From an optimization exercise on the open Yosys and OpenROAD flow, aimed at small area; shortcuts taken in it are not production practice.
Function was checked by simulation only, so behaviour that the tests miss may differ from the original.
Power is estimated from default activity; no workload was simulated.

==> flow/design.v <==
module ptp_perout_gen #(
    parameter int FNS_W        = 16,
    parameter bit OUT_POLARITY = 1'b1
) (
    input  logic        clk,
    input  logic        rst_n,
    input  logic [95:0] ts_96,
    input  logic        enable,
    input  logic        cfg_valid,
    input  logic [79:0] cfg_start,
    input  logic [79:0] cfg_period,
    input  logic [79:0] cfg_width,
    output logic        perout,
    output logic        locked,
    output logic        cfg_error
);
    localparam int TW = 78;   
    logic [TW-1:0] ts_now;
    logic [TW-1:0] start_q;
    logic [TW-1:0] start_d;     
    logic [TW-1:0] period_q;    
    logic [TW-1:0] wmp_q;       
    logic [TW-1:0] next_rise;
    logic [TW-1:0] addend;
    logic [TW-1:0] sum;
    logic [TW-1:0] ts_in;
    logic [TW-1:0] c_start, c_period, c_width;
    logic [TW-1:0] c_wmp;
    logic          c_w_lt_p;
    logic          armed;       
    logic          cfg_held;
    logic          pulse;
    logic          cfg_legal;
    logic          back_q;
    logic          was_rst;
    logic          ge_rise, ge_sum;
    logic          idle;
    logic          unused;
    function automatic logic [TW-1:0] t80(input logic [79:0] t);
        t80 = {t[79:32], t[29:0]};
    endfunction
    function automatic logic t_ge(input logic [TW-1:0] a, input logic [TW-1:0] b);
        logic g, g0, g1;
        g = 1'b1;
        g0 = 1'b0; g1 = 1'b1;
        for (int i = 0; i < TW; i++) begin
            g0 = (a[i] & ~b[i]) | ((a[i] | ~b[i]) & g0);
            g1 = (a[i] & ~b[i]) | ((a[i] | ~b[i]) & g1);
            if (i % 6 == 6 - 1 || i == TW - 1) begin
                g = g0 | (g1 & g);
                g0 = 1'b0; g1 = 1'b1;
            end
        end
        t_ge = g;
    endfunction
    function automatic logic t_ge_r(input logic [TW-1:0] a, input logic [TW-1:0] b);
        logic g;
        g = 1'b1;
        for (int i = 0; i < TW; i++) g = (a[i] & ~b[i]) | ((a[i] | ~b[i]) & g);
        t_ge_r = g;
    endfunction
    localparam logic [29:0] NS_BIAS = 30'd73741824;   
    function automatic logic [TW-1:0] t_add(input logic [TW-1:0] a, input logic [TW-1:0] b);
        logic [TW-1:0] s;
        logic          c;
        s     = a + b;
        c     = s[30] ^ a[30] ^ b[30];
        t_add = {s[TW-1:30], c ? s[29:0] : s[29:0] - NS_BIAS};
    endfunction
    function automatic logic [TW+1:0] cia(input logic [TW-1:0] a, input logic [TW-1:0] b, input logic cin);
        logic [TW-1:0] s0, s;
        logic          g, carry, cblk, pf, c30;
        carry = cin; cblk = cin; g = cin; pf = 1'b1; c30 = 1'b0;
        for (int i = 0; i < TW; i++) begin
            if (i % 6 == 0 && i != 0) begin
                cblk = carry; g = 1'b0; pf = 1'b1;
                if (i == 30) c30 = carry;
            end
            s0[i] = a[i] ^ b[i] ^ g;
            g     = (a[i] & b[i]) | (a[i] & g) | (b[i] & g);
            s[i]  = (i < 6 || !cblk) ? s0[i] : s0[i] ^ pf;
            pf    = pf & s0[i];
            if (i % 6 == 5) carry = (i < 6) ? g : (g | (cblk & pf));
        end
        cia = {carry, c30, s};
    endfunction
    function automatic logic [TW:0] t_sub_b(input logic [TW-1:0] a, input logic [TW-1:0] b);
        logic [TW+1:0] d;
        d       = cia(a, ~b, 1'b1);
        t_sub_b = {!d[TW+1], d[TW-1:30], d[TW] ? d[29:0] + NS_BIAS : d[29:0]};
    endfunction
    assign start_d   = (c_start & {TW{cfg_valid}}) | (start_q & {TW{!cfg_valid}});
    assign ts_in     = t80(ts_96[95:16]);
    assign c_start   = t80(cfg_start);
    assign c_period  = t80(cfg_period);
    assign c_width   = t80(cfg_width);
    assign unused    = ^{ts_96[47:46], ts_96[15:0], cfg_start[31:30], cfg_period[31:30], cfg_width[31:30]};
    assign {c_w_lt_p, c_wmp} = t_sub_b(c_width, c_period);
    assign cfg_legal = (c_width != '0) && c_w_lt_p;
    assign addend    = pulse ? wmp_q : period_q;
    assign sum       = t_add(next_rise, addend);
    assign ge_sum    = t_ge(ts_now, sum);
    assign ge_rise   = t_ge_r(ts_now, next_rise);
    assign idle      = !armed && !pulse;
    assign perout    = OUT_POLARITY ? pulse : ~pulse;
    always_ff @(posedge clk) begin
        ts_now  <= ts_in;
        was_rst <= !rst_n;
        back_q  <= !was_rst && !t_ge_r(ts_in, ts_now);
        start_q <= start_d;
        if (cfg_valid) begin
            period_q <= {c_period[TW-1:30], c_period[29:0] + NS_BIAS};
            wmp_q    <= c_wmp;
        end
        if (cfg_valid || !enable || idle || back_q)
            next_rise <= start_d;
        else if (armed && (ge_sum || ge_rise))
            next_rise <= sum;
    end
    always_ff @(posedge clk) begin
        if (!rst_n) begin
            armed     <= 1'b0;
            cfg_held  <= 1'b0;
            pulse     <= 1'b0;
            locked    <= 1'b0;
            cfg_error <= 1'b0;
        end else begin
            if (cfg_valid) begin
                pulse     <= 1'b0;
                locked    <= 1'b0;
                cfg_error <= !cfg_legal;
                cfg_held  <= cfg_legal;
                armed     <= cfg_legal && enable;
            end else if (!enable) begin
                armed  <= 1'b0;
                pulse  <= 1'b0;
                locked <= 1'b0;
            end else if (!idle && back_q) begin
                pulse  <= 1'b0;
                locked <= 1'b0;
                armed  <= 1'b1;
            end else if (idle) begin
                locked <= 1'b0;
                armed  <= cfg_held;
            end else if (armed) begin
                if (ge_sum) begin
                    locked <= 1'b0;
                end else if (ge_rise) begin
                    pulse  <= 1'b1;
                    locked <= 1'b1;
                    armed  <= 1'b0;
                end
            end else if (ge_sum) begin
                pulse <= 1'b0;
                armed <= 1'b1;
            end
        end
    end
endmodule
==> flow/config.mk <==
export PLATFORM = sky130hd
export DESIGN_NAME = ptp_perout_gen
export DESIGN_NICKNAME = ptp_perout_gen
export VERILOG_FILES = /design/flow/design.v
export SDC_FILE = /design/flow/constraint.sdc
export NUM_CORES = 4
export LEC_CHECK = 0
export ABC_AREA = 1
export CAP_MARGIN = 20
export CORE_MARGIN = 2
export CORE_UTILIZATION = 40
export CTS_BUF_LIST = sky130_fd_sc_hd__clkbuf_4
export SLEW_MARGIN = 20
==> flow/constraint.sdc <==
create_clock -name core_clock -period 8.5 [get_ports {clk}]
set_input_delay 1.7000 -clock core_clock [delete_from_list [all_inputs] [get_ports {clk}]]
set_output_delay 1.7000 -clock core_clock [all_outputs]
set_load 0.01 [all_outputs]
standard.sh (not shown) runs the stock make flow with config.mk's settings and CLKGATE_MAP_FILE= SYNTH_SCRIPT=/design/flow/synth_recipe.tcl, a recipe that flattens the netlist after the stock synthesis.
==> flow/flow/run.sh <==
#!/bin/bash
# The standard layout (standard.sh, unchanged synthesis), except that the buffers put on
# the input and output ports are the smallest buffer cell, sky130_fd_sc_hd__buf_1.
set -euo pipefail
export BUFFER_PORTS_ARGS="-buffer_cell sky130_fd_sc_hd__buf_1"
bash standard.sh > standard.log 2>&1
Rerun with:
--- a/flow/design.v
+++ b/flow/design.v
@@ -14,13 +14,12 @@
     output logic        locked,
     output logic        cfg_error
 );
     localparam int TW = 78;   
     logic [TW-1:0] ts_now;
     logic [TW-1:0] start_q;
-    logic [TW-1:0] start_d;     
     logic [TW-1:0] period_q;    
     logic [TW-1:0] wmp_q;       
     logic [TW-1:0] next_rise;
     logic [TW-1:0] addend;
     logic [TW-1:0] sum;
     logic [TW-1:0] ts_in;
@@ -86,13 +85,12 @@
     endfunction
     function automatic logic [TW:0] t_sub_b(input logic [TW-1:0] a, input logic [TW-1:0] b);
         logic [TW+1:0] d;
         d       = cia(a, ~b, 1'b1);
         t_sub_b = {!d[TW+1], d[TW-1:30], d[TW] ? d[29:0] + NS_BIAS : d[29:0]};
     endfunction
-    assign start_d   = (c_start & {TW{cfg_valid}}) | (start_q & {TW{!cfg_valid}});
     assign ts_in     = t80(ts_96[95:16]);
     assign c_start   = t80(cfg_start);
     assign c_period  = t80(cfg_period);
     assign c_width   = t80(cfg_width);
     assign unused    = ^{ts_96[47:46], ts_96[15:0], cfg_start[31:30], cfg_period[31:30], cfg_width[31:30]};
     assign {c_w_lt_p, c_wmp} = t_sub_b(c_width, c_period);
@@ -104,19 +102,21 @@
     assign idle      = !armed && !pulse;
     assign perout    = OUT_POLARITY ? pulse : ~pulse;
     always_ff @(posedge clk) begin
         ts_now  <= ts_in;
         was_rst <= !rst_n;
         back_q  <= !was_rst && !t_ge_r(ts_in, ts_now);
-        start_q <= start_d;
         if (cfg_valid) begin
+            start_q  <= c_start;
             period_q <= {c_period[TW-1:30], c_period[29:0] + NS_BIAS};
             wmp_q    <= c_wmp;
         end
-        if (cfg_valid || !enable || idle || back_q)
-            next_rise <= start_d;
+        if (cfg_valid)
+            next_rise <= c_start;
+        else if (!enable || idle || back_q)
+            next_rise <= start_q;
         else if (armed && (ge_sum || ge_rise))
             next_rise <= sum;
     end
     always_ff @(posedge clk) begin
         if (!rst_n) begin
             armed     <= 1'b0;
After rerunning: The new run completed without violations. Power decreases slightly. Worst setup slack is better by 0.054 ns. Final cell count fell by a few percent. Design area came out higher slightly. Hold slack gets better by 0.018 ns. Synthesized cell count drops by a few percent.

[static timing again, ports no longer ideal]
Ports are ideal in the flow. The routed layouts listed here were re-timed in OpenROAD. Step 1, drivers: a clkbuf_16 drives clk and a buf_2 each remaining input, both assumed. Step 2 also shifts input and output timing later by t, the mid clock arrival at the registers, as if the neighbouring blocks saw the same clock. Three values: ideal, step 1, step 2; two values: the first two.
run	shift t [ns]	setup slack, ns	worst slew at a driven data input, ns
the first run	0.957	0.702 / 0.702 / 0.280	0.13
the second run	0.897	0.755 / 0.755 / 0.112	0.13
After both steps every run listed still meets setup and hold. The setup slack of the second run, which loses most, moves by 0.000 ns with the drivers and by -0.643 ns with both steps.
